Context: an optimization exercise on an open-source flow, tuned for small area, a short achievable clock period and few clock cycles per item. The choices shown serve that exercise and are no tape-out recipe. Function was checked by simulation only, so behaviour that the tests miss may differ from the original. No activity file was given, so power comes from the tool's default toggle rates.

### design/flow/design.v
`timescale 1ns / 1ps
package cpc_pkg;
  localparam int BYTE_W    = 8;
  localparam int WORD_W    = 32;
  localparam int RESP_W    = 3;
  localparam int ACT_W     = 4;
  localparam int CFG_IDX_W = 8;
  localparam int HDR_BYTES = 5;
  localparam int HDR_BITS  = HDR_BYTES * BYTE_W;
  localparam int MSG_BITS  = HDR_BITS + WORD_W;
  localparam int CNT_W     = $clog2(MSG_BITS);
  typedef logic [BYTE_W-1:0] byte_t;
  typedef logic [MSG_BITS*BYTE_W-1:0] crc_tbl_t;   
  localparam logic [CFG_IDX_W-1:0] REG_DEVICE_ID = CFG_IDX_W'(0);
  localparam logic [CFG_IDX_W-1:0] REG_CRC_POLY  = CFG_IDX_W'(1);
  localparam byte_t DEVICE_ID_RESET = 8'h00;
  localparam byte_t CRC_POLY_RESET  = 8'h89;
  localparam byte_t CLS_SET  = 8'h01;
  localparam byte_t CLS_LAMP = 8'h02;
  localparam byte_t CLS_READ = 8'h03;
  localparam byte_t CODE_A = 8'h0A;
  localparam byte_t CODE_B = 8'h0B;
  localparam byte_t CODE_C = 8'h0C;
  localparam byte_t CODE_D = 8'h0D;
  localparam byte_t CODE_E = 8'h0E;
  localparam byte_t LEN_NONE = 8'h00;
  localparam byte_t LEN_DATA = 8'h04;
  localparam byte_t LEN_TEMP = 8'h04;
  localparam byte_t LEN_AXES = 8'h0C;
  localparam byte_t LEN_ALL  = 8'h28;
  localparam logic [RESP_W-1:0] RESP_ACK       = 3'd0;
  localparam logic [RESP_W-1:0] RESP_CRC_ERR   = 3'd1;
  localparam logic [RESP_W-1:0] RESP_LEN_ERR   = 3'd2;
  localparam logic [RESP_W-1:0] RESP_CLASS_ERR = 3'd3;
  localparam logic [RESP_W-1:0] RESP_CODE_ERR  = 3'd4;
  localparam logic [ACT_W-1:0] ACT_NONE      = 4'd0;
  localparam logic [ACT_W-1:0] ACT_SET_POS   = 4'd1;
  localparam logic [ACT_W-1:0] ACT_SET_NEG   = 4'd2;
  localparam logic [ACT_W-1:0] ACT_SET_ANGLE = 4'd3;
  localparam logic [ACT_W-1:0] ACT_LAMP_ON   = 4'd4;
  localparam logic [ACT_W-1:0] ACT_LAMP_OFF  = 4'd5;
  localparam logic [ACT_W-1:0] ACT_SEND_GYRO = 4'd6;
  localparam logic [ACT_W-1:0] ACT_SEND_ACC  = 4'd7;
  localparam logic [ACT_W-1:0] ACT_SEND_TEMP = 4'd8;
  localparam logic [ACT_W-1:0] ACT_SEND_ANG  = 4'd9;
  localparam logic [ACT_W-1:0] ACT_SEND_ALL  = 4'd10;
  typedef struct packed {
    logic             class_ok;
    logic             code_ok;
    logic             carries_word;
    byte_t            need_high;
    byte_t            need_low;
    logic [ACT_W-1:0] act;
  } cmd_info_t;
  typedef struct packed {
    byte_t             cmd_class;
    byte_t             cmd_code;
    byte_t             len_high;
    byte_t             len_low;
    logic [WORD_W-1:0] data_word;
    byte_t             rx_crc;
  } pkt_t;
  typedef struct packed {
    logic [RESP_W-1:0] response_code;
    logic [ACT_W-1:0]  action;
    logic [WORD_W-1:0] payload_word;
  } result_t;
endpackage
`timescale 1ns / 1ps
module cpc_decode (
  input  cpc_pkg::byte_t    cmd_class_i,
  input  cpc_pkg::byte_t    cmd_code_i,
  output cpc_pkg::cmd_info_t info_o
);
  always_comb begin
    info_o           = '0;
    info_o.class_ok  = 1'b1;
    info_o.code_ok   = 1'b1;
    info_o.need_high = cpc_pkg::LEN_NONE;
    info_o.need_low  = cpc_pkg::LEN_NONE;
    info_o.act       = cpc_pkg::ACT_NONE;
    case (cmd_class_i)
      cpc_pkg::CLS_SET: begin
        info_o.need_low     = cpc_pkg::LEN_DATA;
        info_o.carries_word = 1'b1;
        case (cmd_code_i)
          cpc_pkg::CODE_A:  info_o.act = cpc_pkg::ACT_SET_POS;
          cpc_pkg::CODE_B:  info_o.act = cpc_pkg::ACT_SET_NEG;
          cpc_pkg::CODE_C:  info_o.act = cpc_pkg::ACT_SET_ANGLE;
          default: info_o.code_ok = 1'b0;
        endcase
      end
      cpc_pkg::CLS_LAMP: begin
        case (cmd_code_i)
          cpc_pkg::CODE_A:  info_o.act = cpc_pkg::ACT_LAMP_ON;
          cpc_pkg::CODE_B:  info_o.act = cpc_pkg::ACT_LAMP_OFF;
          default: info_o.code_ok = 1'b0;
        endcase
      end
      cpc_pkg::CLS_READ: begin
        case (cmd_code_i)
          cpc_pkg::CODE_A: begin
            info_o.act       = cpc_pkg::ACT_SEND_GYRO;
            info_o.need_high = cpc_pkg::LEN_AXES;
          end
          cpc_pkg::CODE_B: begin
            info_o.act       = cpc_pkg::ACT_SEND_ACC;
            info_o.need_high = cpc_pkg::LEN_AXES;
          end
          cpc_pkg::CODE_C: begin
            info_o.act       = cpc_pkg::ACT_SEND_TEMP;
            info_o.need_high = cpc_pkg::LEN_TEMP;
          end
          cpc_pkg::CODE_D: begin
            info_o.act       = cpc_pkg::ACT_SEND_ANG;
            info_o.need_high = cpc_pkg::LEN_AXES;
          end
          cpc_pkg::CODE_E: begin
            info_o.act       = cpc_pkg::ACT_SEND_ALL;
            info_o.need_high = cpc_pkg::LEN_ALL;
          end
          default: info_o.code_ok = 1'b0;
        endcase
      end
      default: info_o.class_ok = 1'b0;
    endcase
  end
endmodule
`timescale 1ns / 1ps
module cpc_crc_table (
  input  logic             clk,
  input  logic             rst_n,
  input  logic             start_i,
  input  cpc_pkg::byte_t   seed_i,
  output logic             busy_o,
  output cpc_pkg::crc_tbl_t tbl_o
);
  localparam logic [cpc_pkg::CNT_W-1:0] LAST = cpc_pkg::CNT_W'(cpc_pkg::MSG_BITS - 1);
  logic             busy_r, busy_nxt;
  logic [cpc_pkg::CNT_W-1:0] cnt_r, cnt_nxt;
  cpc_pkg::byte_t            cur_r, cur_nxt;
  cpc_pkg::byte_t            poly_r, poly_nxt;
  cpc_pkg::crc_tbl_t         tbl_r, tbl_nxt;
  always_comb begin
    busy_nxt = busy_r;
    cnt_nxt  = cnt_r;
    cur_nxt  = cur_r;
    poly_nxt = poly_r;
    tbl_nxt  = tbl_r;
    if (start_i) begin
      busy_nxt = 1'b1;
      cnt_nxt  = '0;
      cur_nxt  = seed_i;
      poly_nxt = seed_i;
    end else if (busy_r) begin
      tbl_nxt = {cur_r, tbl_r[cpc_pkg::MSG_BITS*cpc_pkg::BYTE_W-1:cpc_pkg::BYTE_W]};
      cur_nxt = {cur_r[cpc_pkg::BYTE_W-2:0], 1'b0} ^ (cur_r[cpc_pkg::BYTE_W-1] ? poly_r : '0);
      if (cnt_r == LAST) begin
        busy_nxt = 1'b0;
      end else begin
        cnt_nxt = cnt_r + cpc_pkg::CNT_W'(1);
      end
    end
  end
  always_ff @(posedge clk) begin
    if (!rst_n) begin
      busy_r <= 1'b1;
      cnt_r  <= '0;
      cur_r  <= cpc_pkg::CRC_POLY_RESET;
      poly_r <= cpc_pkg::CRC_POLY_RESET;
    end else begin
      busy_r <= busy_nxt;
      cnt_r  <= cnt_nxt;
      cur_r  <= cur_nxt;
      poly_r <= poly_nxt;
    end
  end
  always_ff @(posedge clk) begin
    tbl_r <= tbl_nxt;
  end
  assign busy_o = busy_r;
  assign tbl_o  = tbl_r;
endmodule
`timescale 1ns / 1ps
module cpc_crc_fold (
  input  cpc_pkg::crc_tbl_t        tbl_i,
  input  logic [cpc_pkg::MSG_BITS-1:0] msg_i,
  output cpc_pkg::byte_t           crc_o
);
  logic [cpc_pkg::MSG_BITS-1:0] col;
  always_comb begin
    for (int b = 0; b < cpc_pkg::BYTE_W; b++) begin
      for (int j = 0; j < cpc_pkg::MSG_BITS; j++) begin
        col[j] = tbl_i[j*cpc_pkg::BYTE_W + b];
      end
      crc_o[b] = ^(col & msg_i);
    end
  end
endmodule
`timescale 1ns / 1ps
module command_packet_checker_top (
  input  logic                             clk,
  input  logic                             rst_n,
  input  logic                             in_valid,
  output logic                             in_ready,
  input  cpc_pkg::byte_t                   in_cmd_class,
  input  cpc_pkg::byte_t                   in_cmd_code,
  input  cpc_pkg::byte_t                   in_len_high,
  input  cpc_pkg::byte_t                   in_len_low,
  input  logic [cpc_pkg::WORD_W-1:0]       in_data_word,
  input  cpc_pkg::byte_t                   in_rx_crc,
  output logic                             out_valid,
  input  logic                             out_ready,
  output logic [cpc_pkg::RESP_W-1:0]       out_response_code,
  output logic [cpc_pkg::ACT_W-1:0]        out_action,
  output logic [cpc_pkg::WORD_W-1:0]       out_payload_word,
  input  logic                             cfg_valid,
  output logic                             cfg_ready,
  input  logic [cpc_pkg::CFG_IDX_W-1:0]    cfg_index,
  input  cpc_pkg::byte_t                   cfg_data
);
  logic      s1_v_r, s1_v_nxt;
  logic      out_v_r, out_v_nxt;
  cpc_pkg::pkt_t      s1_r, s1_nxt;
  cpc_pkg::result_t   res_r, res_nxt;
  cpc_pkg::byte_t     device_id_r, device_id_nxt;
  logic      in_acc, cfg_acc, out_go, s1_go;
  logic      tbl_start, tbl_busy;
  cpc_pkg::crc_tbl_t  tbl;
  cpc_pkg::cmd_info_t info;
  logic [cpc_pkg::MSG_BITS-1:0] msg;
  cpc_pkg::byte_t     crc;
  cpc_pkg::result_t   res_calc;
  assign cfg_ready = 1'b1;
  assign cfg_acc   = cfg_valid && cfg_ready;
  assign tbl_start = cfg_acc && (cfg_index == cpc_pkg::REG_CRC_POLY);
  assign device_id_nxt = (cfg_acc && cfg_index == cpc_pkg::REG_DEVICE_ID) ? cfg_data : device_id_r;
  cpc_crc_table u_table (
    .clk     (clk),
    .rst_n   (rst_n),
    .start_i (tbl_start),
    .seed_i  (cfg_data),
    .busy_o  (tbl_busy),
    .tbl_o   (tbl)
  );
  assign out_go   = !out_v_r || out_ready;
  assign s1_go    = s1_v_r && out_go;
  assign in_ready = !tbl_busy && (!s1_v_r || out_go);
  assign in_acc   = in_valid && in_ready;
  assign s1_v_nxt  = in_acc || (s1_v_r && !out_go);
  assign out_v_nxt = s1_go || (out_v_r && !out_ready);
  always_comb begin
    s1_nxt = s1_r;
    if (in_acc) begin
      s1_nxt.cmd_class = in_cmd_class;
      s1_nxt.cmd_code  = in_cmd_code;
      s1_nxt.len_high  = in_len_high;
      s1_nxt.len_low   = in_len_low;
      s1_nxt.data_word = in_data_word;
      s1_nxt.rx_crc    = in_rx_crc;
    end
  end
  cpc_decode u_decode (
    .cmd_class_i (s1_r.cmd_class),
    .cmd_code_i  (s1_r.cmd_code),
    .info_o      (info)
  );
  always_comb begin
    if (s1_r.len_low == cpc_pkg::LEN_DATA) begin
      msg = {device_id_r, s1_r.cmd_class, s1_r.cmd_code, s1_r.len_high, s1_r.len_low,
             s1_r.data_word};
    end else begin
      msg = {{cpc_pkg::WORD_W{1'b0}}, device_id_r, s1_r.cmd_class, s1_r.cmd_code, s1_r.len_high,
             s1_r.len_low};
    end
  end
  cpc_crc_fold u_fold (
    .tbl_i (tbl),
    .msg_i (msg),
    .crc_o (crc)
  );
  always_comb begin
    res_calc.response_code = cpc_pkg::RESP_ACK;
    res_calc.action        = cpc_pkg::ACT_NONE;
    res_calc.payload_word  = '0;
    if (!info.class_ok) begin
      res_calc.response_code = cpc_pkg::RESP_CLASS_ERR;
    end else if (!info.code_ok) begin
      res_calc.response_code = cpc_pkg::RESP_CODE_ERR;
    end else if (s1_r.len_high != info.need_high || s1_r.len_low != info.need_low) begin
      res_calc.response_code = cpc_pkg::RESP_LEN_ERR;
    end else if (crc != s1_r.rx_crc) begin
      res_calc.response_code = cpc_pkg::RESP_CRC_ERR;
    end else begin
      res_calc.action = info.act;
      if (info.carries_word) begin
        res_calc.payload_word = s1_r.data_word;
      end
    end
  end
  assign res_nxt = s1_go ? res_calc : res_r;
  always_ff @(posedge clk) begin
    if (!rst_n) begin
      s1_v_r      <= 1'b0;
      out_v_r     <= 1'b0;
      device_id_r <= cpc_pkg::DEVICE_ID_RESET;
    end else begin
      s1_v_r      <= s1_v_nxt;
      out_v_r     <= out_v_nxt;
      device_id_r <= device_id_nxt;
    end
  end
  always_ff @(posedge clk) begin
    s1_r  <= s1_nxt;
    res_r <= res_nxt;
  end
  assign out_valid         = out_v_r;
  assign out_response_code = res_r.response_code;
  assign out_action        = res_r.action;
  assign out_payload_word  = res_r.payload_word;
endmodule
### design/flow/run.sh
#!/bin/bash
# synth_recipe.tcl (not shown) runs the flow's synth.tcl, then flattens the netlist and writes it again
# the make line also repeats each setting of config.mk as NAME=value (left out here)
make -C /OpenROAD-flow-scripts/flow DESIGN_CONFIG=/design/flow/config.mk WORK_HOME=/design/flow/orfs CLKGATE_MAP_FILE= SYNTH_SCRIPT=/design/flow/synth_recipe.tcl finish
### design/flow/config.mk
export PLATFORM = sky130hd
export DESIGN_NAME = command_packet_checker_top
export DESIGN_NICKNAME = command_packet_checker_top
export VERILOG_FILES = /design/flow/design.v
export SDC_FILE = /design/flow/constraint.sdc
export NUM_CORES = 4
export LEC_CHECK = 0
export CAP_MARGIN = 20
export CORE_MARGIN = 2
export CORE_UTILIZATION = 40
export SLEW_MARGIN = 20
### design/flow/constraint.sdc
create_clock -name core_clock -period 5.2 [get_ports {clk}]
set_input_delay 1.0400 -clock core_clock [delete_from_list [all_inputs] [get_ports {clk}]]
set_output_delay 1.0400 -clock core_clock [all_outputs]
set_load 0.01 [all_outputs]
==> notes.md <==
## placed cells by master, fill, tap and decap left out, types with 4 or more instances in the layout
cell and instances:
o21ai_0 32, and2_1 4, nand3_1 20, dfxtp_1 34, a21boi_1 11, xnor3_1 72
o31ai_1 6, clkinv_2 12, clkinv_1 15, nor2b_1 18, clkbuf_1 11, clkbuf_16 80
xnor2_1 291, mux2i_1 25, nand4_1 25, a211oi_1 13, and3_1 13, o211ai_1 8
bufinv_16 9, buf_4 72, a21boi_0 25, nor2_1 32, a31oi_1 4, and4_1 36
buf_12 6, a21o_1 5, nand2_1 659, a31o_2 7, nor3_1 9, o31ai_4 4
mux2_2 10, xor2_1 139, clkdlybuf4s50_1 133, edfxtp_1 687, a21oi_1 27, clkinvlp_4 6
## power by group through the flow
stage / sequential (mW) / combinational, mW / clock, mW
floorplan: 6.83 / 0.444 / 0
global placement: 6.91 / 0.655 / 0
detailed placement: 6.92 / 0.659 / 0
CTS: 6.80 / 0.663 / 5.68
global route: 6.83 / 0.704 / 5.90
finish: 6.81 / 0.665 / 5.60
## critical path, delay by kind of cell, from the launching register on
kind	cells	cell delay [ps]
and+or+nand+nor	5	1790
AOI/OAI and AO/OA	2	810
buffers and inverters	1	380
DFF	1	500
xor gates and xnor gates	4	1310
## cell type report
class                           count  share of cell area (%)
Clock buffer                       92                    5.41
Timing Repair Buffer              213                    5.35
Multi-Input combinational cell   1559                    28.5
Clock inverter                     46                    1.25
Tap cell                         1060                    3.49
Sequential cell                   721                    56.0
Inverter                            3                  0.0296
## cells by family (layout without fill, tap and decap cells)
kind of cell	Yosys count	in the layout	share of synthesized area, %
and+or+nand+nor	845	845	11.3
DFF	721	721	65.5
xor gates and xnor gates	504	504	16.7
AOI/OAI and AO/OA	170	170	3.84
buffers and inverters	95	354	1.36
muxes	38	38	1.24
adders and majority gates	1	1	0.0384
other	1	1	0.0115
## metal layers
| layer | up-vias | wire length, um | GRT usage [%] | share of wire [%] |
|---|---|---|---|---|
| li1 | 8814 | - | - | - |
| met3 | 159 | 9800 | 4.71 | 9.6 |
| met1 | 10335 | 43600 | 35.6 | 43 |
| met5 | - | 13 | 0 | 0.013 |
| met4 | 2 | 2820 | 6.84 | 2.8 |
| met2 | 1037 | 45900 | 37.1 | 45 |
## worst max path at each step
stage | startpoint | end | slack (ps) | cells past startpoint
after global placement | s1_r[41] | res_r[31] | 370 | 12
after CTS | s1_r[41] | res_r[22] | 250 | 12
after detailed placement | s1_r[41] | res_r[19] | 310 | 12
final | s1_r[45] | res_r[22] | 240 | 12
after floorplan | cfg_valid | u_table.tbl_r[0] | -690 | 4
after global routing | s1_r[45] | res_r[22] | 7 | 12
## timing repair
action	in CTS	in global routing
gates resized for setup	0	1
endpoints found under the hold margin	0	0
endpoints found under the setup margin	0	31
## state kept, by name (all words and copies together), names as in the netlist
name            count
device_id_r         8
out_v_r             1
res_r              39
s1_r               72
s1_v_r              1
u_table.busy_r      1
u_table.cnt_r       7
u_table.cur_r       8
u_table.poly_r      8
u_table.tbl_r     576
## through the flow
stage	hold slack [ps]	instance area (um^2)
floorplan	406	32600
global placement	426	35500
detailed placement	432	35500
CTS	430	38000
global route	438	38000
finish	439	38000
==> summary.txt <==
Global route
  • Vias in the first global route: a little under 20k
  • GRT overflow: 0
  • First-pass GRT wire length: 143,000 um
  • Initial antenna violation count: 7
  • Pin count of the biggest net entering global routing: 165
  • Total track usage: 24.4%

Critical path
  • Critical Path RT: 5670 ps
  • Arr. time, crit path: 5430 ps
  • CP endpoint kind: flip-flop
  • Reg2Reg Depth: 12
  • RR Startpoint: s1_r[45]
  • Reg2Reg Setup Slack: 240 ps
  • CP max stage cell: or3_1
  • CP Class: reg -> reg
  • Critical path fanouts, max: 37
  • CP cell instances: or3_1 > o31ai_1 > nand2_1 > nand2_1 > xor2_1 > xnor3_1 > xnor2_1 > xnor3_1 > nand4_1 > a2111oi_4 > buf_4 > and4_1
  • Slowest cell delay on critical path: 770 ps
  • R2r endpoint: res_r[22]
  • Startpoint types: flip-flop

Routing
  • Vias/cell: between 5 and 6
  • Initial DRC Count: 2,616
  • DRC errors left: 0
  • Via Count: around 20k
  • Final wirelength: 102,000 um
  • DR WL/cell: 27.6 um
  • Detail Route Antenna Nets: 0
  • First-pass DRT Iterations: 5

Power
  • Leakage: around 14 nW
  • Sw frac: 21.6%
  • VDD IR max: 243 uV
  • Pint: 10.3 mW
  • Clock share of power: 42.8%
  • Comb pwr share: 5.1%
  • Sequential share of power: 52.1%
  • Sw Pwr: 2.82 mW
  • Pwr dens: 344 nW/um^2
  • Total power: 13.1 mW

Logic synthesis
  • Net Count, Synth: approximately 2.5k
  • Seq cells post-synth: approximately 700
  • Post-synth EDFFs: 687
  • Post-synth top area share: a little under two thirds
  • Top cells by area, synth: edfxtp_1, xnor2_1, nand2_1
  • Most used DFF post-synth: edfxtp_1
  • Asr flop ratio synth: 0%
  • Seq/Total Area, Yosys: around 65%
  • Unique cell type count in the Yosys netlist: 71
  • Most common cell in the synthesized netlist: edfxtp_1
  • Syn Std Cell Area: roughly 33,000 um^2
  • Synth cell count leaders: edfxtp_1, nand2_1, xnor2_1
  • Dominant cell type by area after synthesis: edfxtp_1
  • Syn Inst Count: about 2.4k
  • YS warnings: 4
  • Synth Area per Inst: 13.7 um^2

STA
  • Min Tclk post-route: 4960 ps
  • RSZ-0062 raised after global routing: false
  • Setup-failing EPs final: 0
  • Max-slew violations: 0
  • Rel. slew slack: a little under a quarter
  • Fin. Hold Viols: 0
  • Setup tns final: 0 ps
  • Fin crit share: 95.3%
  • Tightest Pin Transition: approximately 1100 ps
  • Final setup skew: around 28 ps
  • FMAX: 202 MHz
  • Final worst slack: 243 ps

Die
  • Die Y-Extent: a little under 300 um
  • Core ar.: between 80,000 and 90,000 um^2
  • IO Count: 135
  • DIE WIDTH: 289 um
  • Starting Density: about two fifths
  • Rows: approximately 100
  • Die area: 83,700 um^2

Final layout
  • Final cell count without fillers: about 3.7k
  • Diodes inserted: 0
  • Layout area overhead: 16.9%
  • FILL cells: 7,013
  • Sequential cell area: 21,300 um^2
  • Footprint of the multi-input gates: roughly 11,000 um^2
  • Nets: 2,671
  • Layout cells sized above 1: 8.88%
  • Core Util, Final: between 40% and 50%

Hold path
  • Worst Hold Depth: 0
  • WHS Endpoint: u_table.tbl_r[44]
  • Hold crit path type: reg -> reg
  • Critical hold path startpoint: u_table.tbl_r[52]

Clock network
  • Clock sinks: 721
  • CTS Hold Bufs: 0
  • CTS clk-pin slew, worst paths: 60 ps
  • CTS tree: yes
  • Post-CTS setup buffer count: 0
  • Clk root buf: clkbuf_16
  • Clk buf depth: 3
  • Skew-Pair Late Insertion Delay: 620 ps
  • # H-tree levels: 3
  • TritonCTS buffer count: 79

Placed design
  • Hpwl dp: 72,900 um
  • Final GP Congestion: 0.963
  • Pre-CTS WS: 306 ps
  • Port Buf Inserts: 133
  • Inst Count DP: 3,556

Outcome
  • Status: no timing/DRC/antenna violations

Job
  • MaxCap Viol Count: 0
Testbench counts, summed over its fixed seeds: cycles 16,224, items 14,400.

afterwards: timing with drivers on the ports:
The results above use ideal ports. As a check the final layout listed here was re-extracted and re-timed, cells and wires unchanged.
Step 1 assumes that a clkbuf_16 drives the clock port and a buf_2 every other input.
Step 2, shift: input delay + t, output delay - t, t = (earliest + latest rising clock arrival at the registers) / 2. This alone moves slack from input paths to output paths.
Slacks: ideal / step 1 / step 2; pairs: ideal / step 1.
t, ns: 0.671
setup WS [ns]: 0.243 / 0.243 / 0.243
hold slack, ns: 0.439 / 0.439 / 0.439
After both steps setup and hold are still met in this run. The setup slack of this run moves by 0.000 ns with the drivers and by 0.000 ns with both steps.
